This is an optimization exercise on Yosys and OpenROAD, whose aim is small area, not a production implementation.
At most, simulation tests tie the RTL to the original design; equivalence was not proved.
The RTL of runs 1, 3 and 4 was laid out without a check of its function.
Power figures rest on the tool's default switching activity, not on a simulated workload.

==> design.v <==
package imupg_pkg;
    localparam logic [1:0] PH_WAIT_POSE    = 2'd0;
    localparam logic [1:0] PH_ARMED        = 2'd1;
    localparam logic [1:0] PH_WAIT_RELEASE = 2'd2;
    localparam logic [1:0] PH_WAIT_NEUTRAL = 2'd3;
    localparam logic [1:0] POSE_FLAT    = 2'd0;
    localparam logic [1:0] POSE_CCW90   = 2'd1;
    localparam logic [1:0] POSE_CW90    = 2'd2;
    localparam logic [1:0] POSE_CW180   = 2'd3;
    localparam logic [2:0] REG_TRIGGER_MOTION  = 3'd0;
    localparam logic [2:0] REG_RELEASE_MOTION  = 3'd1;
    localparam logic [2:0] REG_RELEASE_TIMEOUT = 3'd2;
    localparam logic [2:0] REG_POSE_HOLD       = 3'd3;
    localparam logic [2:0] REG_ARM_MOTION      = 3'd4;
    localparam logic [2:0] REG_NEUTRAL_HOLD    = 3'd5;
    localparam logic [16:0] RST_TRIGGER_MOTION  = 17'd10000;
    localparam logic [16:0] RST_RELEASE_MOTION  = 17'd4000;
    localparam logic [15:0] RST_RELEASE_TIMEOUT = 16'd700;
    localparam logic [15:0] RST_POSE_HOLD       = 16'd180;
    localparam logic [16:0] RST_ARM_MOTION      = 17'd5000;
    localparam logic [15:0] RST_NEUTRAL_HOLD    = 16'd200;
endpackage
module imupg_cfg_regs (
    input  logic        clk,
    input  logic        rst_n,
    input  logic        psel,
    input  logic        penable,
    input  logic        pwrite,
    input  logic [4:0]  paddr,
    input  logic [31:0] pwdata,
    output logic [31:0] prdata,
    output logic        pready,
    output logic [5:0]  written,
    output logic [16:0] trigger_q,
    output logic [16:0] release_q,
    output logic [15:0] timeout_q,
    output logic [15:0] pose_hold_q,
    output logic [16:0] arm_q,
    output logic [15:0] neutral_q
);
    logic       wr_en;
    logic [2:0] reg_idx;
    logic [5:0] wr_sel;
    logic [5:0] rd_sel;
    assign wr_en   = psel && penable && pwrite;
    assign reg_idx = paddr[4:2];
    assign pready  = 1'b1;
    always_comb
    begin
        rd_sel = 6'd0;
        case (reg_idx)
            imupg_pkg::REG_TRIGGER_MOTION:  rd_sel[0] = 1'b1;
            imupg_pkg::REG_RELEASE_MOTION:  rd_sel[1] = 1'b1;
            imupg_pkg::REG_RELEASE_TIMEOUT: rd_sel[2] = 1'b1;
            imupg_pkg::REG_POSE_HOLD:       rd_sel[3] = 1'b1;
            imupg_pkg::REG_ARM_MOTION:      rd_sel[4] = 1'b1;
            imupg_pkg::REG_NEUTRAL_HOLD:    rd_sel[5] = 1'b1;
            default: ;
        endcase
    end
    assign wr_sel = wr_en ? rd_sel : 6'd0;
    always_ff @(posedge clk or negedge rst_n)
    begin
        if (!rst_n)
            written <= 6'd0;
        else
            written <= written | wr_sel;
    end
    always_ff @(posedge clk)
    begin
        if (wr_sel[0]) trigger_q   <= pwdata[16:0];
        if (wr_sel[1]) release_q   <= pwdata[16:0];
        if (wr_sel[2]) timeout_q   <= pwdata[15:0];
        if (wr_sel[3]) pose_hold_q <= pwdata[15:0];
        if (wr_sel[4]) arm_q       <= pwdata[16:0];
        if (wr_sel[5]) neutral_q   <= pwdata[15:0];
    end
    always_comb
    begin
        logic [5:0] take_q, take_rst;
        take_q   = rd_sel & written;
        take_rst = rd_sel & ~written;
        prdata = 32'd0;
        prdata[16:0] = ({17{take_q[0]}} & trigger_q)
                     | ({17{take_q[1]}} & release_q)
                     | ({17{take_q[2]}} & {1'b0, timeout_q})
                     | ({17{take_q[3]}} & {1'b0, pose_hold_q})
                     | ({17{take_q[4]}} & arm_q)
                     | ({17{take_q[5]}} & {1'b0, neutral_q})
                     | ({17{take_rst[0]}} & imupg_pkg::RST_TRIGGER_MOTION)
                     | ({17{take_rst[1]}} & imupg_pkg::RST_RELEASE_MOTION)
                     | ({17{take_rst[2]}} & {1'b0, imupg_pkg::RST_RELEASE_TIMEOUT})
                     | ({17{take_rst[3]}} & {1'b0, imupg_pkg::RST_POSE_HOLD})
                     | ({17{take_rst[4]}} & imupg_pkg::RST_ARM_MOTION)
                     | ({17{take_rst[5]}} & {1'b0, imupg_pkg::RST_NEUTRAL_HOLD});
    end
endmodule
module imupg_feature (
    input  logic signed [15:0] accel_x,
    input  logic signed [15:0] accel_y,
    input  logic signed [15:0] accel_z,
    input  logic signed [15:0] gyro_x,
    input  logic signed [15:0] gyro_y,
    input  logic signed [15:0] gyro_z,
    output logic [1:0]         pose,
    output logic [16:0]        motion
);
    function automatic logic [15:0] mag16(input logic [15:0] v);
        logic [15:0] m;
        logic        seen;
        seen = 1'b0;
        for (int i = 0; i < 16; i++)
        begin
            m[i] = v[i] ^ (v[15] & seen);
            seen = seen | v[i];
        end
        mag16 = m;
    endfunction
    function automatic logic ge16(input logic [15:0] a, input logic [15:0] b);
        logic c;
        c = 1'b1;
        for (int i = 0; i < 16; i++)
            c = (a[i] & ~b[i]) | (a[i] & c) | (~b[i] & c);
        ge16 = c;
    endfunction
    logic [15:0] mag_x, mag_y, mag_z;
    logic [15:0] gmag_x, gmag_y, gmag_z;
    logic        z_ge_x, z_ge_y, x_ge_y;
    assign mag_x  = mag16(accel_x);
    assign mag_y  = mag16(accel_y);
    assign mag_z  = mag16(accel_z);
    assign gmag_x = mag16(gyro_x);
    assign gmag_y = mag16(gyro_y);
    assign gmag_z = mag16(gyro_z);
    always_comb
    begin
        logic [15:0] s, c;
        logic        k;
        s = gmag_x ^ gmag_y ^ gmag_z;
        c = (gmag_x & gmag_y) | (gmag_x & gmag_z) | (gmag_y & gmag_z);
        motion[0] = s[0];
        k = 1'b0;
        for (int i = 1; i < 16; i++)
        begin
            motion[i] = s[i] ^ c[i-1] ^ k;
            k = (s[i] & c[i-1]) | (s[i] & k) | (c[i-1] & k);
        end
        motion[16] = c[15] ^ k;
    end
    assign z_ge_x = ge16(mag_z, mag_x);
    assign z_ge_y = ge16(mag_z, mag_y);
    assign x_ge_y = ge16(mag_x, mag_y);
    always_comb
    begin
        if (z_ge_x && z_ge_y)
            pose = accel_z[15] ? imupg_pkg::POSE_CW180 : imupg_pkg::POSE_FLAT;
        else if (x_ge_y)
            pose = accel_x[15] ? imupg_pkg::POSE_CW90 : imupg_pkg::POSE_CCW90;
        else
            pose = accel_y[15] ? imupg_pkg::POSE_CW90 : imupg_pkg::POSE_CCW90;
    end
endmodule
module imupg_fsm (
    input  logic                  clk,
    input  logic                  rst_n,
    input  logic                  step,
    input  logic [1:0]            pose,
    input  logic [16:0]           motion,
    input  logic [31:0]           now,
    input  logic [5:0]            written,
    input  logic [16:0]           trigger_q,
    input  logic [16:0]           release_q,
    input  logic [15:0]           timeout_q,
    input  logic [15:0]           pose_hold_q,
    input  logic [16:0]           arm_q,
    input  logic [15:0]           neutral_q,
    output logic [1:0]            gesture_code,
    output logic [1:0]            phase_after
);
    logic [1:0]  phase_reg, phase_next;
    logic [1:0]  prev_pose_reg, prev_pose_next;    
    logic [31:0] stamp_reg;
    logic        stamp_load;
    logic        idle_reg, idle_next;              
    logic        fired_reg, fired_next;
    logic [31:0] since;
    logic [15:0] time_limit;
    logic        time_ok;
    logic [16:0] motion_limit;
    logic        motion_ge;
    logic sel_release, sel_neutral, sel_armed;
    logic neutral_hold_zero;
    assign sel_release = (phase_reg == imupg_pkg::PH_WAIT_RELEASE);
    assign sel_neutral = (phase_reg == imupg_pkg::PH_WAIT_NEUTRAL);
    assign sel_armed   = (phase_reg == imupg_pkg::PH_ARMED);
    assign time_limit = ({16{sel_release & written[2]}} & timeout_q)
                      | ({16{sel_release & ~written[2]}} & imupg_pkg::RST_RELEASE_TIMEOUT)
                      | ({16{sel_neutral & written[5]}} & neutral_q)
                      | ({16{sel_neutral & ~written[5]}} & imupg_pkg::RST_NEUTRAL_HOLD)
                      | ({16{~sel_release & ~sel_neutral & written[3]}} & pose_hold_q)
                      | ({16{~sel_release & ~sel_neutral & ~written[3]}} & imupg_pkg::RST_POSE_HOLD);
    assign neutral_hold_zero = written[5] && (neutral_q == 16'd0);
    always_comb
    begin
        logic b, c, hi;
        b = 1'b1;
        for (int i = 0; i < 32; i++)
        begin
            since[i] = now[i] ^ ~stamp_reg[i] ^ b;
            b = (now[i] & ~stamp_reg[i]) | (now[i] & b) | (~stamp_reg[i] & b);
        end
        hi = |since[31:16];
        c = (phase_reg != imupg_pkg::PH_WAIT_RELEASE);
        for (int i = 0; i < 16; i++)
            c = (since[i] & ~time_limit[i]) | (since[i] & c) | (~time_limit[i] & c);
        time_ok = hi | c;
    end
    assign motion_limit = ({17{sel_release & written[1]}} & release_q)
                        | ({17{sel_release & ~written[1]}} & imupg_pkg::RST_RELEASE_MOTION)
                        | ({17{sel_armed & written[0]}} & trigger_q)
                        | ({17{sel_armed & ~written[0]}} & imupg_pkg::RST_TRIGGER_MOTION)
                        | ({17{~sel_release & ~sel_armed & written[4]}} & arm_q)
                        | ({17{~sel_release & ~sel_armed & ~written[4]}} & imupg_pkg::RST_ARM_MOTION);
    always_comb
    begin
        logic c;
        c = (phase_reg != imupg_pkg::PH_ARMED);
        for (int i = 0; i < 17; i++)
            c = (motion[i] & ~motion_limit[i]) | (motion[i] & c) | (~motion_limit[i] & c);
        motion_ge = c;
    end
    always_comb
    begin
        phase_next     = phase_reg;
        prev_pose_next = prev_pose_reg;
        idle_next      = idle_reg;
        fired_next     = 1'b0;
        stamp_load     = 1'b0;
        case (phase_reg)
            imupg_pkg::PH_WAIT_RELEASE:
            begin
                if (time_ok || !motion_ge)
                begin
                    phase_next = imupg_pkg::PH_WAIT_NEUTRAL;
                    stamp_load = 1'b1;
                    idle_next  = (now == 32'd0);
                end
            end
            imupg_pkg::PH_WAIT_NEUTRAL:
            begin
                if (pose == imupg_pkg::POSE_FLAT)
                begin
                    if (idle_reg ? neutral_hold_zero : time_ok)
                    begin
                        phase_next     = imupg_pkg::PH_WAIT_POSE;
                        prev_pose_next = imupg_pkg::POSE_FLAT;
                        stamp_load     = 1'b1;
                    end
                    else if (idle_reg)
                    begin
                        stamp_load = 1'b1;
                        idle_next  = (now == 32'd0);
                    end
                end
                else
                begin
                    idle_next = 1'b1;
                end
            end
            imupg_pkg::PH_WAIT_POSE:
            begin
                if (pose != prev_pose_reg)
                begin
                    prev_pose_next = pose;
                    stamp_load     = 1'b1;
                end
                else if (pose == imupg_pkg::POSE_FLAT || motion_ge)
                begin
                    stamp_load = 1'b1;
                end
                else if (time_ok)
                begin
                    phase_next = imupg_pkg::PH_ARMED;
                end
            end
            default:  
            begin
                if (motion_ge)
                begin
                    fired_next = 1'b1;
                    stamp_load = 1'b1;
                    phase_next = imupg_pkg::PH_WAIT_RELEASE;
                end
            end
        endcase
    end
    always_ff @(posedge clk or negedge rst_n)
    begin
        if (!rst_n)
        begin
            phase_reg     <= imupg_pkg::PH_WAIT_POSE;
            prev_pose_reg <= imupg_pkg::POSE_FLAT;
        end
        else if (step)
        begin
            phase_reg     <= phase_next;
            prev_pose_reg <= prev_pose_next;
        end
    end
    always_ff @(posedge clk)
    begin
        if (step)
        begin
            idle_reg  <= idle_next;
            fired_reg <= fired_next;
        end
        if (step && stamp_load)
            stamp_reg <= now;
    end
    assign gesture_code = fired_reg ? prev_pose_reg : 2'd0;
    assign phase_after  = phase_reg;
endmodule
module imu_pose_gesture_recognizer_top (
    input  logic                             clk,
    input  logic                             rst_n,
    input  logic                             in_valid,
    output logic                             in_ready,
    input  logic signed [15:0]               accel_x,
    input  logic signed [15:0]               accel_y,
    input  logic signed [15:0]               accel_z,
    input  logic signed [15:0]               gyro_x,
    input  logic signed [15:0]               gyro_y,
    input  logic signed [15:0]               gyro_z,
    input  logic [31:0]                      now_ms,
    output logic                             out_valid,
    input  logic                             out_ready,
    output logic [1:0]                       gesture_code,
    output logic [1:0]                       phase_after,
    input  logic                             psel,
    input  logic                             penable,
    input  logic                             pwrite,
    input  logic [4:0]                       paddr,
    input  logic [31:0]                      pwdata,
    output logic [31:0]                      prdata,
    output logic                             pready
);
    logic [1:0]  smp_pose;
    logic [16:0] smp_motion;
    logic [31:0] smp_now_ms;
    logic    in_valid_reg, in_valid_next;
    logic    out_valid_reg, out_valid_next;
    logic    advance;
    logic    in_take;
    logic [5:0]  cfg_written;
    logic [16:0] trigger_q;
    logic [16:0] release_q;
    logic [15:0] timeout_q;
    logic [15:0] pose_hold_q;
    logic [16:0] arm_q;
    logic [15:0] neutral_q;
    logic [1:0]  pose;
    logic [16:0] motion;
    assign advance  = in_valid_reg && (!out_valid_reg || out_ready);
    assign in_ready = !in_valid_reg || advance;
    assign in_take  = in_valid && in_ready;
    always_comb
    begin
        in_valid_next  = in_take ? 1'b1 : (advance ? 1'b0 : in_valid_reg);
        out_valid_next = advance ? 1'b1 : (out_ready ? 1'b0 : out_valid_reg);
    end
    always_ff @(posedge clk or negedge rst_n)
    begin
        if (!rst_n)
        begin
            in_valid_reg  <= 1'b0;
            out_valid_reg <= 1'b0;
        end
        else
        begin
            in_valid_reg  <= in_valid_next;
            out_valid_reg <= out_valid_next;
        end
    end
    imupg_feature u_feat (
        .accel_x (accel_x),
        .accel_y (accel_y),
        .accel_z (accel_z),
        .gyro_x  (gyro_x),
        .gyro_y  (gyro_y),
        .gyro_z  (gyro_z),
        .pose    (pose),
        .motion  (motion)
    );
    always_ff @(posedge clk)
    begin
        if (in_take)
        begin
            smp_pose   <= pose;
            smp_motion <= motion;
            smp_now_ms <= now_ms;
        end
    end
    assign out_valid = out_valid_reg;
    imupg_cfg_regs u_cfg (
        .clk     (clk),
        .rst_n   (rst_n),
        .psel    (psel),
        .penable (penable),
        .pwrite  (pwrite),
        .paddr   (paddr),
        .pwdata  (pwdata),
        .prdata  (prdata),
        .pready  (pready),
        .written     (cfg_written),
        .trigger_q   (trigger_q),
        .release_q   (release_q),
        .timeout_q   (timeout_q),
        .pose_hold_q (pose_hold_q),
        .arm_q       (arm_q),
        .neutral_q   (neutral_q)
    );
    imupg_fsm u_fsm (
        .clk          (clk),
        .rst_n        (rst_n),
        .step         (advance),
        .pose         (smp_pose),
        .motion       (smp_motion),
        .now          (smp_now_ms),
        .written     (cfg_written),
        .trigger_q   (trigger_q),
        .release_q   (release_q),
        .timeout_q   (timeout_q),
        .pose_hold_q (pose_hold_q),
        .arm_q       (arm_q),
        .neutral_q   (neutral_q),
        .gesture_code (gesture_code),
        .phase_after  (phase_after)
    );
endmodule
==> flow/run.sh <==
#!/bin/bash
# Layout: the standard flow (standard.sh), with two changes that only
# shrink overhead cells: the port buffers are the smallest buffer, and CTS
# adds no dummy loads. Synthesis, floorplan, power grid, tap cells, placement
# and routing are the standard ones.
set -euo pipefail
cd "$(dirname "$0")/.."
bash standard.sh \
    "BUFFER_PORTS_ARGS=-buffer_cell sky130_fd_sc_hd__buf_1" \
    "CTS_ARGS=-sink_clustering_enable -repair_clock_nets -dont_use_dummy_load" \
    finish > make_finish.log 2>&1
==> standard.sh <==
#!/bin/bash
# synth_recipe.tcl (not shown) runs the flow's synth.tcl, then flattens the netlist and writes it again
# the make line also repeats each setting of config.mk as NAME=value (left out here)
make -C /OpenROAD-flow-scripts/flow DESIGN_CONFIG=/design/flow/config.mk WORK_HOME=/design/flow/orfs CLKGATE_MAP_FILE= SYNTH_SCRIPT=/design/flow/synth_recipe.tcl "${@:-finish}"
==> config.mk <==
export PLATFORM = sky130hd
export DESIGN_NAME = imu_pose_gesture_recognizer_top
export DESIGN_NICKNAME = imu_pose_gesture_recognizer_top
export VERILOG_FILES = /design/flow/design.v
export SDC_FILE = /design/flow/constraint.sdc
export NUM_CORES = 4
export LEC_CHECK = 0
export CAP_MARGIN = 20
export CORE_MARGIN = 2
export CORE_UTILIZATION = 40
export SLEW_MARGIN = 20
==> constraint.sdc <==
create_clock -name core_clock -period 10.0 [get_ports {clk}]
set_input_delay 2.0000 -clock core_clock [delete_from_list [all_inputs] [get_ports {clk}]]
set_output_delay 2.0000 -clock core_clock [all_outputs]
set_load 0.01 [all_outputs]
==> results of run 1 <==
[power groups by stage]
stage / Combinational [uW] / Clock (uW) / Sequential [uW]
5_1_grt: 1280 / 602 / 1110
3_3_place_gp: 1130 / 0 / 1110
3_5_place_dp: 1140 / 0 / 1110
4_1_cts: 1150 / 573 / 1090
2_1_floorplan: 778 / 0 / 1080
6_report: 1150 / 561 / 1090
[cell usage in the layout (no fill, tap or decap), drive strengths merged, types with 8 or more instances in the layout]
cell	count
nand4	9
a31oi	10
nor4	16
a21oi	32
dfrtp	12
clkbuf	17
nand2b	32
a22oi	12
fa	60
o21ai	59
nand3	26
conb	16
nand2	76
and3	19
buf	204
maj3	15
nor2	40
nor3	19
o31ai	25
edfxtp	184
xor2	65
xnor2	24
o22ai	10
or2	8
inv	89
a221oi	16
a222oi	31
or4	17
mux2i	9
and2	17
a211oi	15
or3	8
[path summary, 6_finish.rpt]
kind,start,depth (start not counted),slack (ns),to
max reg2reg,smp_now_ms[0],44,-1.08,u_fsm.stamp_reg[5]
min reg2reg,smp_now_ms[20],0,0.48,u_fsm.stamp_reg[20]
max in group asynchronous,rst_n,1,7.82,u_fsm.prev_pose_reg[0]
max,smp_now_ms[0],44,-1.08,u_fsm.stamp_reg[5]
min in group asynchronous,rst_n,1,1.63,u_cfg.written[5]
min,smp_now_ms[20],0,0.48,u_fsm.stamp_reg[20]
[cell families after synthesis]
group	Yosys count	share of synthesized area, %
and+or+nand+nor	307	13.05
adders and majority gates	81	11.27
buffers and inverters	156	5.259
muxes	10	0.8288
AOI/OAI and AO/OA	291	17.33
DFF	196	45.94
other	2	0.05922
xor gates and xnor gates	89	6.265
[worst register-to-register path, delay by kind of cell (launching register included)]
family,cells,cell delay [ns]
AOI/OAI and AO/OA,5,0.82
buffers and inverters,4,0.34
and+or+nand+nor,4,0.65
adders and majority gates,31,8.65
DFF,1,0.36
[stage by stage]
step / hold slack [ns] / TNS, ns / power [uW] / util (%) / worst slack, ns
CTS: 0.4872 / -39.77 / 2815 / 45.78 / -1.085
global route: 0.4969 / -54.95 / 2987 / 45.89 / -1.502
detailed placement: 0.4754 / -38.96 / 2249 / 44.34 / -1.061
finish: 0.4813 / -39.52 / 2802 / 45.89 / -1.085
floorplan: 0.4490 / -25.91 / 1861 / - / -0.7451
global placement: 0.4715 / -30.86 / 2236 / 44.34 / -0.8429
[area by class of cell]
| type | count | area, um^2 | share of cell area [%] |
|---|---|---|---|
| Sequential cell | 196 | 5826 | 40.43 |
| Multi-Input combinational cell | 794 | 6426 | 44.60 |
| Tap cell | 402 | 503.0 | 3.491 |
| Clock buffer | 17 | 425.4 | 2.953 |
| Antenna cell | 1 | 2.502 | 0.01737 |
| Inverter | 89 | 334.1 | 2.319 |
| Timing Repair Buffer | 204 | 890.9 | 6.183 |
[metal layers]
metal  vias up  GRT usage (%)
li1       4591              -
met1      4715          27.50
met2       421          34.18
met3        52          4.151
met4         0          8.129
met5         -              0
[repair_timing]
item / CTS / global route
hold endpoints to repair: 0 / 0
endpoints found under the setup margin: 37 / 37
resized for setup: 2 / 3
buffers inserted: 2 / 1
pin swaps: 2 / 3
==> out/metrics.csv, run 1 <==
stage,metric,value,unit
status,status,finished with violations,
status,so_faults,negative setup slack,
global_routing,grt_usage,20.90,%
power,peakVddDrop,0.1083,mV
timing,slew_viol_final,0,
worst_setup_path,path_delay_family,adder cells,
synth,yosys_warnings,4,
timing,final.min_clock_period,11.08,ns
power,pwr-share-clk,20.0,%
power,net-switching-power,1045,uW
detailed_routing,ant_nets,0,
worst_setup_path,worstSetupStartpointType,flop,
placement,place_area,13920,um^2
power,p_int,1757,uW
placement,gp_congestion,0.8648,
synth,syn_area_per_cell,11.20,um^2
synth,yosysMostFrequentCell,edfxtp_1,
worst_setup_path,crit_type,reg -> reg,
timing,relSlewSlack,18.79,%
timing,rsz0062_at_grt,true,
detailed_routing,route.vias.total,9779,
clocking,clkLatencyLatePin,0.45,ns
global_routing,grt_max_degree,52,
clocking,postCtsHoldBufs,0,
power,leakagePower,0.005071,uW
detailed_routing,drtIter0Drc,952,
placement,place_inst,1681,
finish,drive_gt1_share,9.231,%
detailed_routing,wirelength,34.41,mm
worst_setup_path,path_common_cell,fa_2,
worst_setup_path,cp.arrival,11.26,ns
timing,fin_crit_sh,110.8,%
detailed_routing,wl_met1,14.30,mm
worst_setup_path,endpoint_kind,flop,
synth,ys.flop_type,edfxtp_1,
floorplanning,coreArea,31390,um^2
detailed_routing,top_layer,met4,
floorplanning,num_rows,65,
worst_setup_path,crit_buf_inv,4,
detailed_routing,wl_met2,16.30,mm
synth,synth.largest_area_cell,edfxtp_1,
synth,synth_enable_flop_cells,184,
clocking,ctsHtreeMaxLevel,4,
synth,yosys.area.top_type_share,43.57,%
clocking,cts-root-buf,clkbuf_16,
power,p_comb_share,41.0,%
power,power.density,194.5,nW/um^2
placement,place_hpwl,25.95,mm
timing,finalHoldViolCount,0,
detailed_routing,wl_per_cell,20.21,um
timing,fmax,90.21,MHz
clocking,cts_tree,yes,
floorplanning,die_x,182.1,um
synth,synth_area,12680,um^2
floorplanning,io_pins,211,
finish,nNetsFinal,1540,
worst_setup_path,crit_required,10.17,ns
global_routing,grt_overflow,0,
synth,ys_types,88,
synth,ys_seq_area_share,45.94,%
min_path,min_path_type,reg -> reg,
timing,worst_pin_slew,1.214,ns
power,sequentialPowerShare,39.0,%
clocking,clockBufferDepth,2,
power,swShare,37.30,%
worst_setup_path,slowest_delay,0.52,ns
timing,clock_skew,0.02798,ns
placement,port_buffers,177,
clocking,cts_sinks,196,
synth,postSynthCellCount,1132,
finish,fin_cells,1703,
finish,final_cell_area,14410,um^2
timing,setup_viol,37,
global_routing,antenna_found_initial,1,
timing,worst_slack,-1.085,ns
floorplanning,die_h,182.1,um
synth,async_flop_share,6.122,%
detailed_routing,drc_errors,0,
floorplanning,die-area,33140,um^2
synth,synthTopCellsByArea,"edfxtp_1 44%, fa_1 9.5%, xor2_1 4.4%, inv_1 2.6%, a222oi_1 2.4%",
clocking,cts_buffers,17,
synth,ys_seq_elements,196,
detailed_routing,firstDrtPassIters,9,
worst_setup_path,path_max_fanout,32,
detailed_routing,met3_length,2.685,mm
finish,area_delta_synth_final,13.62,%
finish,fillers,2946,
global_routing,grt_pass1_vias,9510,
floorplanning,start_util,40.39,%
detailed_routing,via_per_inst,5.742,
flow_run,maxCapViolCount,0,
worst_setup_path,slowest_stage,fa_2,
clocking,clkSlewWorstSetupHoldPaths,0.06,ns
global_routing,grt_pass1_wl,53.29,mm
synth,synth_common_cells,"184 x edfxtp_1, 89 x inv_1, 74 x nand2_1",
==> run 2, diff against run 1 <==
--- a/design.v
+++ b/design.v
@@ -103,53 +103,53 @@
     input  logic signed [15:0] gyro_y,
     input  logic signed [15:0] gyro_z,
     output logic [1:0]         pose,
-    output logic [16:0]        motion
+    output logic [16:0]        motion_n
 );
-    function automatic logic [15:0] mag16(input logic [15:0] v);
+    function automatic logic [15:0] mag16(input logic [15:0] v, input logic inv);
         logic [15:0] m;
         logic        seen;
         seen = 1'b0;
         for (int i = 0; i < 16; i++)
         begin
-            m[i] = v[i] ^ (v[15] & seen);
+            m[i] = v[i] ^ (v[15] & seen) ^ inv;
             seen = seen | v[i];
         end
         mag16 = m;
     endfunction
-    function automatic logic ge16(input logic [15:0] a, input logic [15:0] b);
+    function automatic logic ge16(input logic [15:0] a, input logic [15:0] nb, input logic cin);
         logic c;
-        c = 1'b1;
+        c = cin;
         for (int i = 0; i < 16; i++)
-            c = (a[i] & ~b[i]) | (a[i] & c) | (~b[i] & c);
+            c = (a[i] & nb[i]) | (a[i] & c) | (nb[i] & c);
         ge16 = c;
     endfunction
-    logic [15:0] mag_x, mag_y, mag_z;
-    logic [15:0] gmag_x, gmag_y, gmag_z;
+    logic [15:0] mag_z, mag_x, mag_x_n, mag_y_n;
     logic        z_ge_x, z_ge_y, x_ge_y;
-    assign mag_x  = mag16(accel_x);
-    assign mag_y  = mag16(accel_y);
-    assign mag_z  = mag16(accel_z);
-    assign gmag_x = mag16(gyro_x);
-    assign gmag_y = mag16(gyro_y);
-    assign gmag_z = mag16(gyro_z);
+    assign mag_z   = mag16(accel_z, 1'b0);
+    assign mag_x   = mag16(accel_x, 1'b0);
+    assign mag_x_n = mag16(accel_x, 1'b1);
+    assign mag_y_n = mag16(accel_y, 1'b1);
+    assign z_ge_x = ge16(mag_z, mag_x_n, 1'b1);
+    assign z_ge_y = ge16(mag_z, mag_y_n, 1'b1);
+    assign x_ge_y = ge16(mag_x, mag_y_n, 1'b1);
     always_comb
     begin
-        logic [15:0] s, c;
+        logic [15:0] a, b, z, s, c;
         logic        k;
-        s = gmag_x ^ gmag_y ^ gmag_z;
-        c = (gmag_x & gmag_y) | (gmag_x & gmag_z) | (gmag_y & gmag_z);
-        motion[0] = s[0];
-        k = 1'b0;
+        a = {1'b1, gyro_x[14:0] ^ ~{15{gyro_x[15]}}};
+        b = {1'b1, gyro_y[14:0] ^ ~{15{gyro_y[15]}}};
+        z = mag16(gyro_z, 1'b1);
+        s = a ^ b ^ z;
+        c = (a & b) | (a & z) | (b & z);
+        motion_n[0] = s[0] ^ ~gyro_x[15] ^ ~gyro_y[15];
+        k = (s[0] & ~gyro_x[15]) | (s[0] & ~gyro_y[15]) | (~gyro_x[15] & ~gyro_y[15]);
         for (int i = 1; i < 16; i++)
         begin
-            motion[i] = s[i] ^ c[i-1] ^ k;
+            motion_n[i] = s[i] ^ c[i-1] ^ k;
             k = (s[i] & c[i-1]) | (s[i] & k) | (c[i-1] & k);
         end
-        motion[16] = c[15] ^ k;
+        motion_n[16] = c[15] ^ k ^ 1'b1;
     end
-    assign z_ge_x = ge16(mag_z, mag_x);
-    assign z_ge_y = ge16(mag_z, mag_y);
-    assign x_ge_y = ge16(mag_x, mag_y);
     always_comb
     begin
         if (z_ge_x && z_ge_y)
@@ -165,7 +165,7 @@
     input  logic                  rst_n,
     input  logic                  step,
     input  logic [1:0]            pose,
-    input  logic [16:0]           motion,
+    input  logic [16:0]           motion_n,      
     input  logic [31:0]           now,
     input  logic [5:0]            written,
     input  logic [16:0]           trigger_q,
@@ -183,7 +183,7 @@
     logic        stamp_load;
     logic        idle_reg, idle_next;              
     logic        fired_reg, fired_next;
-    logic [31:0] since;
+    logic [15:0] since_n;
     logic [15:0] time_limit;
     logic        time_ok;
     logic [16:0] motion_limit;
@@ -202,18 +202,26 @@
     assign neutral_hold_zero = written[5] && (neutral_q == 16'd0);
     always_comb
     begin
-        logic b, c, hi;
-        b = 1'b1;
-        for (int i = 0; i < 32; i++)
+        logic [15:0] now_n, same, succ;
+        logic        d, e, hi_zero0, hi_zero1, hi;
+        now_n = ~now[15:0];
+        d = 1'b0;
+        for (int i = 0; i < 16; i++)
         begin
-            since[i] = now[i] ^ ~stamp_reg[i] ^ b;
-            b = (now[i] & ~stamp_reg[i]) | (now[i] & b) | (~stamp_reg[i] & b);
+            since_n[i] = now_n[i] ^ stamp_reg[i] ^ d;
+            d = (now_n[i] & stamp_reg[i]) | (now_n[i] & d) | (stamp_reg[i] & d);
         end
-        hi = |since[31:16];
-        c = (phase_reg != imupg_pkg::PH_WAIT_RELEASE);
+        same = ~(now[31:16] ^ stamp_reg[31:16]);
+        succ[0] = ~same[0];
+        for (int i = 1; i < 16; i++)
+            succ[i] = ~(same[i] ^ (now[15+i] | ~stamp_reg[15+i]));
+        hi_zero0 = &same;
+        hi_zero1 = &succ;
+        hi = d ? ~hi_zero1 : ~hi_zero0;
+        e = (phase_reg == imupg_pkg::PH_WAIT_RELEASE);
         for (int i = 0; i < 16; i++)
-            c = (since[i] & ~time_limit[i]) | (since[i] & c) | (~time_limit[i] & c);
-        time_ok = hi | c;
+            e = (since_n[i] & time_limit[i]) | (since_n[i] & e) | (time_limit[i] & e);
+        time_ok = hi | ~e;
     end
     assign motion_limit = ({17{sel_release & written[1]}} & release_q)
                         | ({17{sel_release & ~written[1]}} & imupg_pkg::RST_RELEASE_MOTION)
@@ -223,11 +231,11 @@
                         | ({17{~sel_release & ~sel_armed & ~written[4]}} & imupg_pkg::RST_ARM_MOTION);
     always_comb
     begin
-        logic c;
-        c = (phase_reg != imupg_pkg::PH_ARMED);
+        logic e;
+        e = (phase_reg == imupg_pkg::PH_ARMED);
         for (int i = 0; i < 17; i++)
-            c = (motion[i] & ~motion_limit[i]) | (motion[i] & c) | (~motion_limit[i] & c);
-        motion_ge = c;
+            e = (motion_n[i] & motion_limit[i]) | (motion_n[i] & e) | (motion_limit[i] & e);
+        motion_ge = ~e;
     end
     always_comb
     begin
@@ -345,7 +353,7 @@
     output logic                             pready
 );
     logic [1:0]  smp_pose;
-    logic [16:0] smp_motion;
+    logic [16:0] smp_motion_n;
     logic [31:0] smp_now_ms;
     logic    in_valid_reg, in_valid_next;
     logic    out_valid_reg, out_valid_next;
@@ -359,7 +367,7 @@
     logic [16:0] arm_q;
     logic [15:0] neutral_q;
     logic [1:0]  pose;
-    logic [16:0] motion;
+    logic [16:0] motion_n;
     assign advance  = in_valid_reg && (!out_valid_reg || out_ready);
     assign in_ready = !in_valid_reg || advance;
     assign in_take  = in_valid && in_ready;
@@ -389,14 +397,14 @@
         .gyro_y  (gyro_y),
         .gyro_z  (gyro_z),
         .pose    (pose),
-        .motion  (motion)
+        .motion_n (motion_n)
     );
     always_ff @(posedge clk)
     begin
         if (in_take)
         begin
             smp_pose   <= pose;
-            smp_motion <= motion;
+            smp_motion_n <= motion_n;
             smp_now_ms <= now_ms;
         end
     end
@@ -424,7 +432,7 @@
         .rst_n        (rst_n),
         .step         (advance),
         .pose         (smp_pose),
-        .motion       (smp_motion),
+        .motion_n     (smp_motion_n),
         .now          (smp_now_ms),
         .written     (cfg_written),
         .trigger_q   (trigger_q),
==> flow/run.sh (replaced) <==
#!/bin/bash
# Layout: the standard flow (standard.sh), with changes that only shrink
# overhead cells: the port buffers are the smallest buffer, and CTS builds
# the clock tree from small clock buffers and adds no dummy loads.
# Synthesis, floorplan, power grid, tap cells, placement and routing are the
# standard ones.
set -euo pipefail
cd "$(dirname "$0")/.."
bash standard.sh \
    "BUFFER_PORTS_ARGS=-buffer_cell sky130_fd_sc_hd__buf_1" \
    "CTS_ARGS=-sink_clustering_enable -repair_clock_nets -dont_use_dummy_load -buf_list {sky130_fd_sc_hd__clkbuf_8} -root_buf sky130_fd_sc_hd__clkbuf_8" \
    finish > make_finish.log 2>&1
==> run 2 against run 1 <==
Effect of this change: the run now finishes clean; clock power shrank 31%; largest power group is now sequential cells; worst setup slack gained 2.0 ns; critical path depth shrank 20; via count shrank 1.2%; clock skew grew 0.0040 ns; critical endpoint is now u_fsm.stamp_reg[9]; highest routed layer is now met5.
==> out/metrics.csv, run 2 <==
stage,metric,value,unit
status,status,"complete, no violations",
global_routing,grt_max_degree,52,
floorplanning,io_pins,211,
power,p_int,1588,uW
floorplanning,num_rows,64,
detailed_routing,via_per_inst,5.801,
worst_setup_path,rrSetupSlack,0.93,ns
power,pwr-share-clk,15.2,%
placement,port_buffers,177,
global_routing,antenna_found_initial,2,
global_routing,grt_pass1_vias,9265,
finish,fin_cells,1665,
worst_setup_path,crit_required,10.09,ns
min_path,min_from,smp_now_ms[25],
synth,ys.flop_type,edfxtp_1,
power,p_comb_share,41.9,%
synth,ys_seq_elements,196,
synth,async_flop_share,6.122,%
synth,yosysMostFrequentCell,edfxtp_1,
power,power.density,185.7,nW/um^2
power,peakVddDrop,0.08433,mV
clocking,clkSlewWorstSetupHoldPaths,0.10,ns
min_path,min_path_type,reg -> reg,
timing,relSlewSlack,23.46,%
detailed_routing,wl_per_cell,19.92,um
synth,syn_area_per_cell,11.24,um^2
global_routing,grt_pass1_wl,50.68,mm
clocking,postCtsHoldBufs,0,
timing,setup_viol,0,
worst_setup_path,endpoint_kind,flop,
timing,setup_tns,0,ns
synth,synth_enable_flop_cells,184,
power,leakagePower,0.004747,uW
clocking,clkLatencyLatePin,0.46,ns
synth,yosys.area.top_type_share,44.39,%
clocking,cts.repair.resized,0,
worst_setup_path,timing.rr.start,smp_now_ms[0],
finish,nNetsFinal,1509,
worst_setup_path,worstSetupStartpointType,flop,
timing,final.min_clock_period,9.071,ns
timing,fmax,110.2,MHz
timing,fin_crit_sh,90.71,%
floorplanning,coreArea,30590,um^2
finish,area_delta_synth_final,10.24,%
power,swShare,37.68,%
min_path,hold_end,u_fsm.stamp_reg[25],
clocking,post-cts-setup-buffers,0,
worst_setup_path,cp.arrival,9.16,ns
detailed_routing,wirelength,33.17,mm
detailed_routing,drtIter0Drc,838,
placement,place_hpwl,25.20,mm
clocking,clockBufferDepth,2,
synth,synth_area,12450,um^2
clocking,cts_sinks,196,
finish,final_common_cell,edfxtp_1,
timing,worst_pin_slew,1.144,ns
power,net-switching-power,960.1,uW
detailed_routing,ant_nets,0,
floorplanning,die_h,180.4,um
placement,gp_congestion,0.9111,
power,sequentialPowerShare,42.9,%
global_routing,grt_usage,19.92,%
finish,mostFrequentLayoutCells,"184 x edfxtp_1, 177 x buf_1, 90 x nand2_1",
worst_setup_path,crit_type,reg -> reg,
flow_run,maxCapViolCount,0,
synth,postSynthCellCount,1107,
timing,clock_skew,0.03196,ns
timing,slew_viol_final,0,
placement,place_inst,1646,
worst_setup_path,r2r-end,u_fsm.stamp_reg[9],
synth,ys_seq_area_share,46.80,%
global_routing,grt_overflow,0,
synth,ys_types,77,
floorplanning,die_x,180.4,um
synth,synthTopCellsByArea,"edfxtp_1 44%, fa_1 7.4%, xnor2_1 4.9%, nand2_1 2.7%, xor2_1 2.6%",
worst_setup_path,reg2regPathDepth,24,
clocking,cts-root-buf,clkbuf_8,
synth,yosys_warnings,4,
timing,rsz0062_at_grt,false,
clocking,cts_tree,yes,
clocking,cts_buffers,17,
detailed_routing,route.vias.total,9659,
detailed_routing,firstDrtPassIters,8,
clocking,ctsHtreeMaxLevel,4,
synth,synth.largest_area_cell,edfxtp_1,
timing,finalHoldViolCount,0,
floorplanning,start_util,40.69,%
finish,drive_gt1_share,5.126,%
power,total_power,2548,uW
floorplanning,die-area,32540,um^2
detailed_routing,drc_errors,0,
synth,synth_common_cells,"184 x edfxtp_1, 90 x nand2_1, 70 x xnor2_1",
min_path,whs_path_depth,0,
worst_setup_path,path_max_fanout,32,
[run 2: cell types whose count changed in the layout (fill, tap and decap cells not counted), sizes merged, moves of 7 or more]
cell	before	now
inv	89	62
a222oi	31	19
fa	60	46
ha	6	21
a221oi	16	4
buf	204	193
nand2b	32	23
o21ai	59	43
nor3	19	12
xnor2	24	71
xor2	65	37
nand2	76	90
a22oi	12	35
[run 2: worst max-delay path by stage]
| stage | from | to | slack [ns] |
|---|---|---|---|
| after floorplan | gyro_x[15] | smp_motion_n[15] | 0.19 |
| after global placement | gyro_x[15] | smp_motion_n[15] | 0.69 |
| after detailed placement | gyro_y[15] | smp_motion_n[15] | 0.61 |
| after CTS | smp_now_ms[0] | u_fsm.stamp_reg[9] | 0.88 |
| after global routing | smp_now_ms[0] | u_fsm.stamp_reg[9] | 0.44 |
| final | smp_now_ms[0] | u_fsm.stamp_reg[9] | 0.93 |
[run 2: per-layer routing]
layer  up-vias  part of all wire (%)  GRT usage [%]  wire [um]
met5         -                 0.048              0         16
met4         2                   1.5          4.742        503
met3        37                   8.7          4.871       2898
met2       396                    46          31.54      15420
met1      4723                    43          27.68      14330
li1       4501                     -              -          -
[run 2: cell families after synthesis]
logic type,after synthesis,synth area share (%)
xor gates and xnor gates,108,7.660
other,2,0.06034
muxes,4,0.3317
adders and majority gates,80,10.57
AOI/OAI and AO/OA,277,16.58
buffers and inverters,125,4.443
DFF,196,46.80
and+or+nand+nor,315,13.55
[run 2: cell type report]
class / instances / area (um^2)
fill: 2890 / 16870
inverter: 62 / 232.7
timing repair buffer: 193 / 788.3
multi-input combinational: 800 / 6143
sequential: 196 / 5826
antenna: 1 / 2.502
clock buffer: 17 / 234.0
tap: 396 / 495.5
[run 2: metrics by stage]
stage	setup WS (ns)	hold WS (ns)	util [%]	area, um^2
floorplan	0.1908	0.4490	-	12500
global placement	0.6870	0.4627	44.05	13470
detailed placement	0.6109	0.4638	44.05	13470
CTS	0.8837	0.4865	44.81	13710
global route	0.4438	0.5023	44.85	13720
finish	0.9291	0.4879	44.86	13720
[run 2: power groups by stage]
stage	combinational, uW	sequential [uW]	clock [uW]
2_1_floorplan	751	1080	0
3_3_place_gp	1050	1110	0
3_5_place_dp	1060	1110	0
4_1_cts	1070	1090	395
5_1_grt	1180	1100	424
6_report	1070	1090	388
[run 2: critical path, stage by stage, from the launching register on]
cell and delay (ns):
edfxtp_1 0.38, inv_1 0.06, ha_1 0.20, inv_1 0.08
fa_1 0.17, inv_1 0.05, fa_1 0.41, fa_1 0.43
fa_1 0.42, fa_1 0.42, fa_1 0.42, fa_1 0.43
fa_1 0.43, fa_1 0.42, fa_1 0.42, fa_1 0.42
fa_1 0.45, fa_1 0.44, fa_1 0.44, fa_1 0.53
o221ai_1 0.23, a22oi_1 0.18, a2111oi_0 0.59, o221a_2 0.29
buf_4 0.38
==> run 3, diff against run 2 <==
--- a/design.v
+++ b/design.v
@@ -214,7 +214,7 @@
         same = ~(now[31:16] ^ stamp_reg[31:16]);
         succ[0] = ~same[0];
         for (int i = 1; i < 16; i++)
-            succ[i] = ~(same[i] ^ (now[15+i] | ~stamp_reg[15+i]));
+            succ[i] = ~(same[i] ^ (now[15+i] | same[i-1]));
         hi_zero0 = &same;
         hi_zero1 = &succ;
         hi = d ? ~hi_zero1 : ~hi_zero0;
==> run 3 against run 2 <==
Effect of this change: count of clock-buffer cells in the layout stayed put; sequential cell count stayed put; register-to-register slack worse by 0.09 ns; combinational power hardly changed; worst hold slack better by 0.0092 ns; total power is 0.56% higher; critical path depth is 3 higher; worst setup slack worse by 0.088 ns; first-iteration DRC count is 5.3% higher; area after synthesis is 0.59% higher; utilization hardly changed; critical endpoint unchanged.
==> out/metrics.csv, run 3 <==
stage,metric,value,unit
status,status,"complete, no violations",
detailed_routing,route.vias.total,9756,
clocking,cts.repair.resized,0,
clocking,clkSlewWorstSetupHoldPaths,0.11,ns
finish,drive_gt1_share,5.762,%
placement,pre_cts_ws,0.5476,ns
worst_setup_path,slowest_delay,0.81,ns
placement,gp_congestion,0.9304,
min_path,hold_end,u_fsm.stamp_reg[18],
global_routing,grt_pass1_vias,9545,
placement,place_hpwl,25.82,mm
finish,mostFrequentLayoutCells,"184 x edfxtp_1, 177 x buf_1, 72 x xnor2_1",
floorplanning,num_rows,64,
min_path,whs_path_depth,0,
synth,synth_common_cells,"184 x edfxtp_1, 72 x xnor2_1, 69 x inv_1",
power,net-switching-power,961.6,uW
placement,port_buffers,177,
floorplanning,die_x,180.9,um
finish,seq_area,5826,um^2
clocking,clkLatencyLatePin,0.47,ns
synth,yosys.area.top_type_share,44.13,%
clocking,post-cts-setup-buffers,0,
clocking,clockBufferDepth,2,
synth,ys_seq_area_share,46.53,%
power,p_comb_share,42.0,%
synth,syn_area_per_cell,11.26,um^2
worst_setup_path,worst-path-stages,27,
worst_setup_path,crit_path_start,smp_now_ms[0],
worst_setup_path,rrSetupSlack,0.84,ns
min_path,min_path_type,reg -> reg,
detailed_routing,drc_errors,0,
detailed_routing,via_per_inst,5.863,
timing,worst_pin_slew,1.094,ns
timing,relSlewSlack,26.64,%
clocking,cts_buffers,17,
finish,nNetsFinal,1508,
worst_setup_path,cp.arrival,9.23,ns
worst_setup_path,reg2regPathDepth,27,
global_routing,grt_max_degree,52,
clocking,cts-root-buf,clkbuf_8,
synth,async_flop_share,6.122,%
worst_setup_path,crit_buf_inv,4,
worst_setup_path,crit_type,reg -> reg,
finish,area_delta_synth_final,9.903,%
worst_setup_path,worstSetupStartpointType,flop,
finish,utilization,44.87,%
detailed_routing,firstDrtPassIters,6,
timing,worst_slack,0.8412,ns
synth,yosysMostFrequentCell,edfxtp_1,
synth,postSynthCellCount,1112,
synth,synth.largest_area_cell,edfxtp_1,
global_routing,antenna_found_initial,2,
timing,setup_tns,0,ns
finish,fillers,2886,
timing,fmax,109.2,MHz
worst_setup_path,crit_required,10.07,ns
worst_setup_path,path_delay_family,adder cells,
floorplanning,io_pins,211,
timing,final.min_clock_period,9.159,ns
detailed_routing,ant_nets,0,
worst_setup_path,timing.rr.start,smp_now_ms[0],
clocking,cts_tree,yes,
timing,clock_skew,0.03790,ns
synth,ys_seq_elements,196,
global_routing,grt_overflow,0,
synth,synth_enable_flop_cells,184,
worst_setup_path,path_max_fanout,32,
synth,yosys_warnings,4,
floorplanning,die_h,180.9,um
clocking,postCtsHoldBufs,0,
synth,synthTopCellsByArea,"edfxtp_1 44%, fa_1 7.4%, xnor2_1 5.0%, xor2_1 2.8%, dfrtp_1 2.4%",
power,peakVddDrop,0.08408,mV
synth,ys.flop_type,edfxtp_1,
detailed_routing,drtIter0Drc,882,
power,p_int,1601,uW
power,swShare,37.53,%
synth,ys_types,91,
worst_setup_path,endpoint_kind,flop,
global_routing,grt_usage,20.49,%
floorplanning,start_util,40.82,%
floorplanning,die-area,32730,um^2
power,leakagePower,0.004766,uW
timing,slew_viol_final,0,
power,power.density,186.2,nW/um^2
detailed_routing,wirelength,33.94,mm
power,pwr-share-clk,15.3,%
min_path,min_from,smp_now_ms[18],
worst_setup_path,path_common_cell,fa_1,
timing,rsz0062_at_grt,false,
worst_setup_path,r2r-end,u_fsm.stamp_reg[9],
global_routing,grt_pass1_wl,52.03,mm
synth,synth_area,12520,um^2
clocking,cts_sinks,196,
power,sequentialPowerShare,42.7,%
timing,finalHoldViolCount,0,
timing,fin_crit_sh,91.59,%
timing,setup_viol,0,
clocking,ctsHtreeMaxLevel,4,
floorplanning,coreArea,30670,um^2
flow_run,maxCapViolCount,0,
finish,final_common_cell,edfxtp_1,
worst_setup_path,slowest_stage,a21oi_4,
detailed_routing,wl_per_cell,20.39,um
power,total_power,2562,uW
finish,multi_input_area,6160,um^2
-- run 3: cell count changes after synthesis, sizes merged, moves of 5 or more --
cell    delta
nor3       +6
nor2      +14
inv        +7
or3        +5
nand2     -25
and3b      -5
a221o      +7
a221oi     +9
buf        +6
a22oi     -14
and3       +5
o31ai      +5
-- run 3: power by group through the flow --
stage          registers, uW  logic, uW  clock network, uW
3_3_place_gp            1110       1060                  0
4_1_cts                 1090       1070                404
2_1_floorplan           1080        753                  0
3_5_place_dp            1110       1070                  0
5_1_grt                 1110       1200                428
6_report                1090       1080                393
-- run 3: kinds of logic (layout without fill, tap and decap cells) --
group / after synthesis / in the layout / synth area share (%)
flip-flops: 196 / 196 / 46.53
AND/OR/NAND/NOR: 309 / 309 / 13.09
AO/OA/AOI/OAI: 270 / 270 / 16.49
buffers and inverters: 138 / 279 / 5.016
adder cells (fa/ha/maj): 76 / 76 / 10.19
multiplexers: 8 / 8 / 0.6595
XOR/XNOR: 113 / 113 / 7.964
other: 2 / 17 / 0.05998
-- run 3: how the worst max path moves through the flow --
stage | slack [ns] | endpoint
global placement | 0.65 | smp_motion_n[15]
CTS | 0.77 | u_fsm.stamp_reg[9]
detailed placement | 0.55 | smp_motion_n[15]
floorplan | 0.19 | smp_motion_n[15]
finish | 0.84 | u_fsm.stamp_reg[9]
global route | 0.31 | u_fsm.stamp_reg[9]
-- run 3: through the flow --
| stage | cells | cell area (um^2) | hold slack (ns) |
|---|---|---|---|
| 3_5_place_dp | 1646 | 13520 | 0.4723 |
| 3_3_place_gp | 1646 | 13520 | 0.4679 |
| 4_1_cts | 1663 | 13760 | 0.4895 |
| 2_1_floorplan | 1126 | 12570 | 0.4504 |
| 5_1_grt | 1663 | 13760 | 0.4967 |
| 6_report | 1664 | 13760 | 0.4971 |
-- run 3: layout make-up --
cell class                 count  share of cell area, %
multi-input combinational    792                  44.76
inverter                      69                  1.882
antenna                        1                0.01819
timing repair buffer         193                  5.701
clock buffer                  17                  1.700
tap                          396                  3.601
sequential                   196                  42.33
-- run 3: metal layers --
metal	GRT usage, %	vias up	wire length (um)	part of all wire, %
met3	4.878	56	2969	8.7
met1	27.65	4774	14400	42
li1	-	4474	-	-
met2	32.87	450	15760	46
met4	6.032	2	790	2.3
met5	0	-	11	0.032
==> run 4, diff against run 3 <==
--- a/config.mk
+++ b/config.mk
@@ -7,5 +7,5 @@
 export LEC_CHECK = 0
 export CAP_MARGIN = 20
 export CORE_MARGIN = 2
-export CORE_UTILIZATION = 40
+export CORE_UTILIZATION = 65
 export SLEW_MARGIN = 20
==> run 4 against run 3 <==
Effect of this change: clock skew up 0.0083 ns; count of clock-buffer cells in the layout unchanged; worst hold slack got worse by 0.016 ns; clock power decreased by 2%; via count grew 1.4%; largest cell class unchanged; largest power group is now combinational cells.
==> out/metrics.csv, run 4 <==
stage,metric,value,unit
clocking,postCtsHoldBufs,0,
timing,rsz0062_at_grt,false,
timing,holdWs,0.4808,ns
floorplanning,coreArea,18830,um^2
synth,yosys_warnings,4,
power,power.density,191.0,nW/um^2
global_routing,grt_pass1_vias,9404,
timing,setup_viol,0,
detailed_routing,wirelength,32.52,mm
timing,slew_viol_final,0,
finish,diodes,0,
clocking,cts_sinks,196,
synth,syn_area_per_cell,11.26,um^2
power,p_comb_share,42.8,%
detailed_routing,wl_per_cell,21.35,um
clocking,cts.repair.resized,0,
floorplanning,die_x,142.8,um
timing,clock_skew,0.04625,ns
power,p_int,1605,uW
worst_setup_path,endpoint_kind,flop,
power,leakagePower,0.004743,uW
clocking,clockBufferDepth,2,
synth,synthTopCellsByArea,"edfxtp_1 44%, fa_1 7.4%, xnor2_1 5.0%, xor2_1 2.8%, dfrtp_1 2.4%",
power,sequentialPowerShare,42.4,%
clocking,clkSlewWorstSetupHoldPaths,0.11,ns
placement,place_hpwl,24.52,mm
timing,finalHoldViolCount,0,
detailed_routing,ant_nets,0,
synth,ys_seq_area_share,46.53,%
flow_run,maxCapViolCount,0,
timing,fmax,111.7,MHz
power,peakVddDrop,0.08755,mV
floorplanning,die_h,142.8,um
floorplanning,num_rows,50,
synth,synth.largest_area_cell,edfxtp_1,
timing,setup_tns,0,ns
global_routing,grt_usage,32.31,%
clocking,cts_tree,yes,
synth,synth_common_cells,"184 x edfxtp_1, 72 x xnor2_1, 69 x inv_1",
clocking,cts-root-buf,clkbuf_8,
worst_setup_path,cp.arrival,9.17,ns
global_routing,grt_overflow,0,
floorplanning,die-area,20390,um^2
status,status,"complete, no violations",
finish,drive_gt1_share,5.542,%
worst_setup_path,path_max_fanout,2,
clocking,clkLatencyLatePin,0.47,ns
detailed_routing,route.vias.total,9891,
floorplanning,io_pins,211,
worst_setup_path,rrSetupSlack,1.07,ns
worst_setup_path,crit_type,in -> reg,
synth,synth_area,12520,um^2
timing,relSlewSlack,21.13,%
clocking,post-cts-setup-buffers,0,
synth,async_flop_share,6.122,%
finish,final_common_cell,edfxtp_1,
synth,synth_enable_flop_cells,184,
synth,ys.flop_type,edfxtp_1,
timing,final.min_clock_period,8.950,ns
detailed_routing,via_per_inst,6.494,
power,swShare,37.99,%
synth,postSynthCellCount,1112,
global_routing,grt_pass1_wl,49.96,mm
placement,port_buffers,177,
global_routing,antenna_found_initial,0,
synth,yosys.area.top_type_share,44.13,%
detailed_routing,drtIter0Drc,1034,
worst_setup_path,crit_required,10.22,ns
timing,fin_crit_sh,89.50,%
finish,area_delta_synth_final,8.224,%
detailed_routing,drc_errors,0,
placement,gp_congestion,0.9585,
min_path,min_path_type,reg -> reg,
clocking,cts_buffers,17,
synth,yosysMostFrequentCell,edfxtp_1,
finish,fillers,1390,
synth,ys_types,91,
floorplanning,start_util,66.49,%
worst_setup_path,worstSetupStartpointType,input pin,
timing,worst_pin_slew,1.182,ns
detailed_routing,firstDrtPassIters,7,
power,pwr-share-clk,14.8,%
finish,nNetsFinal,1504,
synth,ys_seq_elements,196,
power,net-switching-power,983.1,uW
clocking,ctsHtreeMaxLevel,4,
finish,mostFrequentLayoutCells,"184 x edfxtp_1, 177 x buf_1, 72 x xnor2_1",
global_routing,grt_max_degree,52,
[run 4: cell counts after synthesis]
Identical to the previous run, type by type.
[run 4: per-stage QoR]
step                worst slack, ns  util, %  cell area [um^2]  power [uW]  cells
CTS                           1.028    71.95             13550        2569   1523
detailed placement           0.5541    70.71             13320        2196   1506
finish                        1.050    71.96             13550        2588   1523
global route                 0.6390    71.96             13550        2724   1523
floorplan                    0.1908        -             12570        1831   1126
global placement             0.6438    70.71             13320        2167   1506
[run 4: final timing paths]
path,startpoint,end,cells after the start
setup / recovery,gyro_y[15],smp_motion_n[15],19
max in group asynchronous,rst_n,u_cfg.written[3],1
setup reg to reg,smp_now_ms[0],u_fsm.stamp_reg[9],28
hold reg to reg,smp_now_ms[3],u_fsm.stamp_reg[3],0
hold / removal,smp_now_ms[3],u_fsm.stamp_reg[3],0
min in group asynchronous,rst_n,u_cfg.written[0],1
[run 4: cell families (layout without fill, tap and decap cells)]
logic type / after synthesis / in the layout / synth area share [%]
adders and majority gates: 76 / 76 / 10.19
AOI/OAI and AO/OA: 270 / 270 / 16.49
other: 2 / 16 / 0.05998
xor gates and xnor gates: 113 / 113 / 7.964
buffers and inverters: 138 / 275 / 5.016
muxes: 8 / 8 / 0.6595
and+or+nand+nor: 309 / 309 / 13.09
DFF: 196 / 196 / 46.53
[run 4: cell type report]
type                       count  area [um^2]  share of cell area (%)
timing repair buffer         189        754.5                   5.568
inverter                      69        259.0                   1.911
sequential                   196         5826                   42.99
tap                          260        325.3                   2.401
clock buffer                  17        234.0                   1.727
multi-input combinational    792         6152                   45.40
[run 4: power by group through the flow]
stage / logic, uW / registers [uW] / clock network (uW)
after global placement: 1060 / 1110 / 0
after global routing: 1200 / 1100 / 416
after detailed placement: 1080 / 1110 / 0
after CTS: 1090 / 1100 / 386
after floorplan: 753 / 1080 / 0
final: 1110 / 1100 / 384
[run 4: per-layer routing]
| layer | GRT usage, % | vias to the layer above | share of wire (%) |
|---|---|---|---|
| li1 | - | 4463 | - |
| met1 | 43.67 | 4736 | 40 |
| met2 | 51.39 | 600 | 46 |
| met3 | 6.606 | 92 | 10 |
| met4 | 13.55 | 0 | 4.1 |
| met5 | 0 | - | 0 |
[run 4: worst max-delay path, cell delays in order]
cell	delay (ns)
buf_1	0.10
xnor2_1	0.21
fa_1	0.46
fa_1	0.39
fa_1	0.39
fa_1	0.39
fa_1	0.41
fa_1	0.39
fa_1	0.39
fa_1	0.39
fa_1	0.39
fa_1	0.40
fa_1	0.40
fa_1	0.41
fa_1	0.40
fa_1	0.41
fa_1	0.39
fa_1	0.40
fa_1	0.43
==> run 5, diff against run 4 <==
--- a/design.v
+++ b/design.v
@@ -214,7 +214,7 @@
         same = ~(now[31:16] ^ stamp_reg[31:16]);
         succ[0] = ~same[0];
         for (int i = 1; i < 16; i++)
-            succ[i] = ~(same[i] ^ (now[15+i] | same[i-1]));
+            succ[i] = ~(same[i] ^ (now[15+i] | ~stamp_reg[15+i]));
         hi_zero0 = &same;
         hi_zero1 = &succ;
         hi = d ? ~hi_zero1 : ~hi_zero0;
==> flow/run.sh (replaced) <==
#!/bin/bash
# Layout: the standard flow (standard.sh), with two changes that only
# shrink overhead cells: the port buffers are the smallest buffer, and CTS
# adds no dummy loads. Synthesis, floorplan, power grid, tap cells, placement
# and routing are the standard ones.
set -euo pipefail
cd "$(dirname "$0")/.."
bash standard.sh \
    "BUFFER_PORTS_ARGS=-buffer_cell sky130_fd_sc_hd__buf_1" \
    "CTS_ARGS=-sink_clustering_enable -repair_clock_nets -dont_use_dummy_load" \
    finish > make_finish.log 2>&1
--- a/config.mk
+++ b/config.mk
@@ -7,5 +7,5 @@
 export LEC_CHECK = 0
 export CAP_MARGIN = 20
 export CORE_MARGIN = 2
-export CORE_UTILIZATION = 65
+export CORE_UTILIZATION = 40
 export SLEW_MARGIN = 20
==> run 5 against run 4 <==
Effect of this change: still clean; final area up 2.7%; maximum frequency down 1.2%; routed wire length up 2.2%; clock skew down 0.025 ns; cell count up 9.3%; sequential cell count unchanged; clock power up 44%; die area up 60%; first-iteration DRC count down 12%; critical path type is now reg -> reg; critical endpoint is now u_fsm.stamp_reg[9].
==> out/metrics.csv, run 5 <==
stage,metric,value,unit
detailed_routing,route.vias.total,9710,
worst_setup_path,crit_required,10.06,ns
synth,ys_seq_area_share,46.80,%
global_routing,grt_max_degree,52,
finish,final_common_cell,edfxtp_1,
synth,synthTopCellsByArea,"edfxtp_1 44%, fa_1 7.4%, xnor2_1 4.9%, nand2_1 2.7%, xor2_1 2.6%",
worst_setup_path,crit_buf_inv,4,
worst_setup_path,path_max_fanout,32,
status,status,"complete, no violations",
timing,slew_viol_final,0,
placement,gp_congestion,0.9111,
finish,fin_cells,1665,
finish,area_delta_synth_final,11.78,%
timing,setup_tns,0,ns
finish,fillers,2872,
worst_setup_path,slowest_stage,a2111oi_0,
synth,synth_common_cells,"184 x edfxtp_1, 90 x nand2_1, 70 x xnor2_1",
timing,relSlewSlack,24.46,%
timing,finalHoldViolCount,0,
worst_setup_path,reg2regPathDepth,24,
timing,setup_viol,0,
worst_setup_path,path_delay_family,adder cells,
clocking,cts_sinks,196,
power,peakVddDrop,0.1245,mV
timing,holdWs,0.4807,ns
synth,yosys_warnings,4,
worst_setup_path,rrSetupSlack,0.94,ns
clocking,ctsHtreeMaxLevel,4,
flow_run,maxCapViolCount,0,
global_routing,grt_overflow,0,
synth,synth_area,12450,um^2
global_routing,grt_usage,20.04,%
detailed_routing,drc_errors,0,
synth,postSynthCellCount,1107,
worst_setup_path,slowest_delay,0.59,ns
min_path,whs_path_depth,0,
finish,nNetsFinal,1509,
worst_setup_path,worstSetupStartpointType,flop,
clocking,postCtsHoldBufs,0,
global_routing,grt_pass1_wl,50.97,mm
worst_setup_path,r2r-end,u_fsm.stamp_reg[9],
floorplanning,die_h,180.4,um
power,leakagePower,0.004834,uW
synth,ys_types,77,
worst_setup_path,path_common_cell,fa_1,
synth,yosysMostFrequentCell,edfxtp_1,
timing,fmax,110.4,MHz
detailed_routing,wirelength,33.22,mm
clocking,cts.repair.resized,0,
detailed_routing,via_per_inst,5.832,
finish,seq_area,5826,um^2
worst_setup_path,timing.rr.start,smp_now_ms[0],
floorplanning,coreArea,30590,um^2
clocking,cts_tree,yes,
placement,place_hpwl,25.20,mm
placement,place_inst,1646,
clocking,post-cts-setup-buffers,0,
clocking,cts_buffers,17,
synth,synth.largest_area_cell,edfxtp_1,
timing,rsz0062_at_grt,false,
min_path,hold_end,u_fsm.stamp_reg[25],
synth,syn_area_per_cell,11.24,um^2
synth,ys_seq_elements,196,
min_path,min_from,smp_now_ms[25],
timing,worst_pin_slew,1.129,ns
floorplanning,io_pins,211,
timing,final.min_clock_period,9.057,ns
clocking,clockBufferDepth,2,
detailed_routing,firstDrtPassIters,6,
synth,synth_enable_flop_cells,184,
worst_setup_path,cp.arrival,9.12,ns
floorplanning,num_rows,64,
clocking,cts-root-buf,clkbuf_16,
detailed_routing,ant_nets,0,
clocking,clkSlewWorstSetupHoldPaths,0.07,ns
synth,yosys.area.top_type_share,44.39,%
detailed_routing,drtIter0Drc,910,
floorplanning,die_x,180.4,um
floorplanning,start_util,40.69,%
finish,multi_input_area,6143,um^2
clocking,clkLatencyLatePin,0.42,ns
placement,port_buffers,177,
synth,ys.flop_type,edfxtp_1,
worst_setup_path,worstPathCellList,inv_1 -> ha_1 -> inv_1 -> fa_1 -> inv_1 -> fa_1 -> fa_1 -> fa_1 -> fa_1 -> fa_1 -> fa_1 -> fa_1 -> fa_1 -> fa_1 -> fa_1 -> fa_1 -> fa_1 -> fa_1 -> fa_1 -> o221ai_1 -> a22oi_1 -> a2111oi_0 -> o221a_2 -> buf_4,
timing,clock_skew,0.02145,ns
worst_setup_path,endpoint_kind,flop,
power,power.density,195.3,nW/um^2
global_routing,grt_pass1_vias,9295,
global_routing,antenna_found_initial,2,
detailed_routing,wl_per_cell,19.95,um
synth,async_flop_share,6.122,%
worst_setup_path,crit_type,reg -> reg,
min_path,min_path_type,reg -> reg,
floorplanning,die-area,32540,um^2
finish,mostFrequentLayoutCells,"184 x edfxtp_1, 177 x buf_1, 90 x nand2_1",
timing,fin_crit_sh,90.57,%
finish,drive_gt1_share,5.126,%
[run 5: how the worst max path moves through the flow]
stage / startpoint / endpoint / slack, ns / cells past startpoint
after floorplan: gyro_x[15] / smp_motion_n[15] / 0.19 / 20
after global placement: gyro_x[15] / smp_motion_n[15] / 0.69 / 19
after detailed placement: gyro_y[15] / smp_motion_n[15] / 0.61 / 19
after CTS: smp_now_ms[0] / u_fsm.stamp_reg[9] / 0.89 / 24
after global routing: smp_now_ms[0] / u_fsm.stamp_reg[9] / 0.44 / 24
final: smp_now_ms[0] / u_fsm.stamp_reg[9] / 0.94 / 24
[run 5: logic make-up (layout without fill, tap and decap cells)]
group	Yosys count	count (layout)	synth area share, %
xor+xnor	108	108	7.660
mux	4	4	0.3317
compound gates	277	277	16.58
other cells	2	17	0.06034
fa+ha+maj	80	80	10.57
simple gates	315	315	13.55
flops	196	196	46.80
buf+inv	125	272	4.443
[run 5: layout make-up]
| class | count | area share (%) |
|---|---|---|
| Tap cell | 396 | 3.561 |
| Sequential cell | 196 | 41.87 |
| Inverter | 62 | 1.673 |
| Multi-Input combinational cell | 800 | 44.15 |
| Antenna cell | 1 | 0.01799 |
| Timing Repair Buffer | 193 | 5.665 |
| Clock buffer | 17 | 3.058 |
[run 5: stage by stage]
step / area (um^2) / total power, uW / utilization [%] / setup slack (ns)
after global routing: 13910 / 2880 / 45.48 / 0.4351
after detailed placement: 13470 / 2170 / 44.05 / 0.6109
final: 13910 / 2717 / 45.48 / 0.9431
after floorplan: 12500 / 1832 / - / 0.1908
after CTS: 13900 / 2722 / 45.44 / 0.8858
after global placement: 13470 / 2153 / 44.05 / 0.6870
[run 5: worst reg2reg max path, delay by kind of cell (launching register included)]
kind / cells / cell delay (ns)
AOI/OAI and AO/OA: 4 / 1.29
adders and majority gates: 16 / 6.46
buffers and inverters: 4 / 0.56
DFF: 1 / 0.36
[run 5: where the power goes]
group	leakage (uW)	switching [uW]	total (uW)	internal (uW)
Clock	0.000209	256	552	296
Combinational	0.00279	656	1070	415
Sequential	0.00184	70.6	1090	1020
[run 5: metal layers]
metal | vias up | routed length [um] | track usage [%]
met1 | 4726 | 14220 | 27.82
met4 | 2 | 612 | 5.677
met2 | 447 | 15340 | 31.65
met3 | 36 | 3030 | 4.466
li1 | 4499 | - | -
met5 | - | 16 | 0

static timing again, ports no longer ideal:
In the flow no input, the clock included, has a driving cell. The finished layouts below were timed again as built, in two steps.
Step 1 assumes that a clkbuf_16 drives the clock port and a buf_2 every other input.
Step 2, shift: input delay + t, output delay - t, t = (earliest + latest rising clock arrival at the registers) / 2. This alone moves slack from input paths to output paths.
a / b / c = no drivers / after step 1 / after step 2; a / b = the first two.
run	shift t [ns]	setup WS [ns]	worst setup path after step 2	worst register clock-pin slew, ns	cell pins on the clock port's net
run 1	0.482	-1.085 / -1.085 / -1.085	register to register	0.08 / 0.08	1
run 2	0.484	0.929 / 0.929 / 0.671	input to register	0.10 / 0.10	1
run 3	0.494	0.841 / 0.841 / 0.578	input to register	0.11 / 0.11	1
run 4	0.492	1.050 / 1.065 / 0.573	input to register	0.11 / 0.11	1
run 5	0.456	0.943 / 0.943 / 0.664	input to register	0.07 / 0.07	1
For run 4, which loses most, drivers alone change the setup slack by +0.015 ns; drivers and shift together by -0.477 ns.
